This is an optimization exercise on Yosys and OpenROAD, whose aim is small area, a short achievable clock period and few clock cycles per item, not a production implementation. Only simulation tests tie the RTL to the original design; equivalence was not proved.

==> flow/design.v (excerpt) <==
module marked_cell_distance #(
    parameter int MAX_COLS = 1024,
    parameter int MAX_ROWS = 1024
) (
    input  logic                        aclk,
    input  logic                        aresetn,
    input  logic                        s_tvalid,
    output logic                        s_tready,
    input  logic [7:0]                  s_tdata,    
    output logic                        m_tvalid,
    input  logic                        m_tready,
    output logic [15:0]                 m_tdata,    
    output logic [0:0]                  m_tuser,    
    input  logic                        cfg_wen,
    input  logic                        cfg_index,
    input  logic [mcd_pkg::PT_W-1:0]    cfg_data
);
Size in the first run: roughly 3,300 cells after synthesis, ~44 I/O pins.
clock: 6.5 ns
lec_check: 0
abc_clock_period_in_ps: 3200
cap_margin: 20
core_margin: 2
core_utilization: 40
setup_slack_margin: 3.8
slew_margin: 20
run.sh (not shown) runs the stock make flow with config.mk's settings and CLKGATE_MAP_FILE= SYNTH_SCRIPT=/design/flow/synth_recipe.tcl, a recipe that flattens the netlist after the stock synthesis.
The starting point produced a clean layout.
Testbench counts at the start, summed over its fixed seeds: cycles 32,176, items 32,000.
Rerun with:
- ABC_CLOCK_PERIOD_IN_PS: 3200 -> 2500
- CTS_CLUSTER_DIAMETER: default -> 70
- CTS_CLUSTER_SIZE: default -> 30
- SETUP_SLACK_MARGIN: 3.8 -> 3.85
Result:
- hold slack improved by 9.6 ps
- count of clock-buffer cells in the layout shrinks by 45
- non-clock buffer count rose by 28
- register-to-register slack is better by 50 ps
- final cell count is lower slightly
- cell area goes down slightly
- synthesized area is unchanged
- utilization falls by 0.63 points
Rerun with:
- CTS_CLUSTER_DIAMETER: 70 -> 60
- SETUP_SLACK_MARGIN: 3.85 -> 3.9
Result: Die area does not change; via count increases by about 1.1%; synthesized area is unchanged; global-route usage increases by 0.22 points.
Rerun with:
- CTS_CLUSTER_DIAMETER: 60 -> default
- CTS_CLUSTER_SIZE: 30 -> default
Setup slack got worse by 24 ps.
Global-route usage came out higher by 0.19 points.
Fmax goes down by 0.88%.
Cell count came out higher by 0.37%.
Rerun with:
- CTS_CLUSTER_DIAMETER: default -> 60
- CTS_CLUSTER_SIZE: default -> 30
- SETUP_SLACK_MARGIN: 3.9 -> 3.75
=>
- final area decreases by 4.2%
- worst setup slack degrades by 28 ps
- sequential share of layout area climbs by 1.3 points
Rerun with:
- SETUP_SLACK_MARGIN: 3.75 -> 3.85
Core utilization came out higher by 0.73 points.
Area after synthesis stays the same.
Wire length came out higher by 0.78%.
Synthesized cell count stays the same.
Cell area came out higher by 1.6%.
Sequential cell count stays the same.
Worst hold slack improves by 6.8 ps.
Setup slack improves by 77 ps.
Register-to-register slack improves by 80 ps.
Global-route usage came out higher by 0.13 points.

---

build 67:
Starting RTL as in the previous note.
## marked_cell_distance
module marked_cell_distance #(
    parameter int MAX_COLS = 1024,
    parameter int MAX_ROWS = 1024
) (
    input  logic                        aclk,
    input  logic                        aresetn,
    input  logic                        s_tvalid,
    output logic                        s_tready,
    input  logic [7:0]                  s_tdata,    
    output logic                        m_tvalid,
    input  logic                        m_tready,
    output logic [15:0]                 m_tdata,    
    output logic [0:0]                  m_tuser,    
    input  logic                        cfg_wen,
    input  logic                        cfg_index,
    input  logic [mcd_pkg::PT_W-1:0]    cfg_data
);
export LEC_CHECK = 0
export ABC_CLOCK_PERIOD_IN_PS = 2500
export CAP_MARGIN = 20
export CORE_MARGIN = 2
export CORE_UTILIZATION = 40
export CTS_CLUSTER_DIAMETER = 60
export CTS_CLUSTER_SIZE = 30
export PLACE_DENSITY = 0.75
export SETUP_SLACK_MARGIN = 3.8
export SLEW_MARGIN = 20
create_clock -name core_clock -period 6.5 [get_ports {aclk}]
Testbench counts of build 67, summed over its fixed seeds: cycles 32,176, items 32,000.
Inputs modified between build 67 and build 38:
Settings: PLACE_DENSITY: 0.75 -> unset; CTS_CLUSTER_DIAMETER: 60 -> 80.
[summary]
Against build 67, wire length the detailed router placed on met1 in build 38 rose by a few percent. Taking build 67 as the reference, in build 38 via count of the first global-routing pass shrank by 1234.
Modified inputs, build 72 compared to build 38
Settings: a change of CTS_CLUSTER_DIAMETER from 80 to 60.
### Flow results
Build 38: no failed stages, no open violations at the end
Build 72 ran to completion and came out clean on the timing, DRC and antenna checks.
Diff build 38 -> build 72: minimum clock period after layout lost 20 ps, global-route wire length before repair picked up an extra 0.63%, setup slack of the critical path after layout picked up an extra 20 ps.
Build 38 -> build 72: worst hold slack flat
Build 38 -> build 72: average routed wire per standard cell flat
Compared build 72 vs build 38, and relative area change from synthesis to final layout is up in build 72.

---

v6:
Starting RTL as in the previous note.
clock: 6.5 ns
lec_check: 0
abc_clock_period_in_ps: 2500
cap_margin: 20
core_margin: 2
core_utilization: 40
cts_cluster_diameter: 60
cts_cluster_size: 24
setup_slack_margin: 3.8
slew_margin: 20
v6: full flow OK, the timing, DRC and antenna checks passed
Testbench counts of v6, summed over its fixed seeds: cycles 32,176, items 32,000.
--- input diff v6..v7 ---
Settings: CAP_MARGIN now 10, was 20; SLEW_MARGIN now 10, was 20; CTS_CLUSTER_DIAMETER now 80, was 60; CTS_CLUSTER_SIZE now 30, was 24.
[summary]
Compared with v6, in v7 detailed-route via count now sits at about the same level, fraction of area in multi-input gates now sits higher, minimum clock period after layout now sits lower.
Clock insertion delay at the later pin of the skew report | v7 above v6
Comparing v6 against v7, there is no change at all in die outline area.
Comparing v6 and v7, quantity of gates resized following cts is lower on v6.
End-of-flow core utilization for v7: 0.75 points down relative to v6
Diff v6 -> v7: met3 track demand over resource now sits lower, transition time of the tightest slew-check pin shows an increase of 70 ps.

[what the ideal ports hide]
The results above use ideal ports. As a check the final layouts listed here were re-extracted and re-timed, cells and wires unchanged. Step 1 assumes that a clkbuf_16 drives the clock port and a buf_2 every other input. Step 2 times the ports against the registers' clock, not the clock port: input delays grow and output delays shrink by t, the midpoint of the rising clock arrivals with the driver on. a / b / c = ideal / step 1 / step 2; a / b = the first two.
run	shift t [ns]	setup WS [ns]	hold slack, ns	latest minus earliest clock arrival (ns)	slew at the worst register clock pin (ns)
the first run of note 1	0.670	3.792 / 3.792 / 3.275	0.308 / 0.308 / 0.308	0.046 / 0.046	0.06 / 0.06
the second run of note 1	0.647	3.846 / 3.846 / 3.356	0.317 / 0.317 / 0.317	0.052 / 0.051	0.11 / 0.11
the third run of note 1	0.670	3.844 / 3.844 / 3.387	0.286 / 0.286 / 0.286	0.052 / 0.053	0.09 / 0.09
the fourth run of note 1	0.667	3.821 / 3.821 / 3.372	0.306 / 0.306 / 0.306	0.056 / 0.055	0.07 / 0.07
the fifth run of note 1	0.666	3.792 / 3.792 / 3.187	0.321 / 0.321 / 0.321	0.045 / 0.045	0.10 / 0.10
the sixth run of note 1	0.658	3.869 / 3.854 / 3.315	0.328 / 0.328 / 0.328	0.043 / 0.044	0.09 / 0.09
build 67	0.647	3.814 / 3.777 / 3.278	0.297 / 0.297 / 0.297	0.050 / 0.049	0.11 / 0.11
build 38	0.704	3.826 / 3.778 / 3.206	0.310 / 0.310 / 0.310	0.051 / 0.051	0.12 / 0.12
build 72	0.659	3.845 / 3.834 / 3.283	0.308 / 0.308 / 0.308	0.043 / 0.043	0.10 / 0.10
v6	0.659	3.810 / 3.810 / 3.300	0.313 / 0.313 / 0.313	0.046 / 0.046	0.09 / 0.09
v7	0.704	3.823 / 3.778 / 3.203	0.310 / 0.310 / 0.310	0.052 / 0.051	0.12 / 0.12
After both steps setup and hold are still met in every run listed.
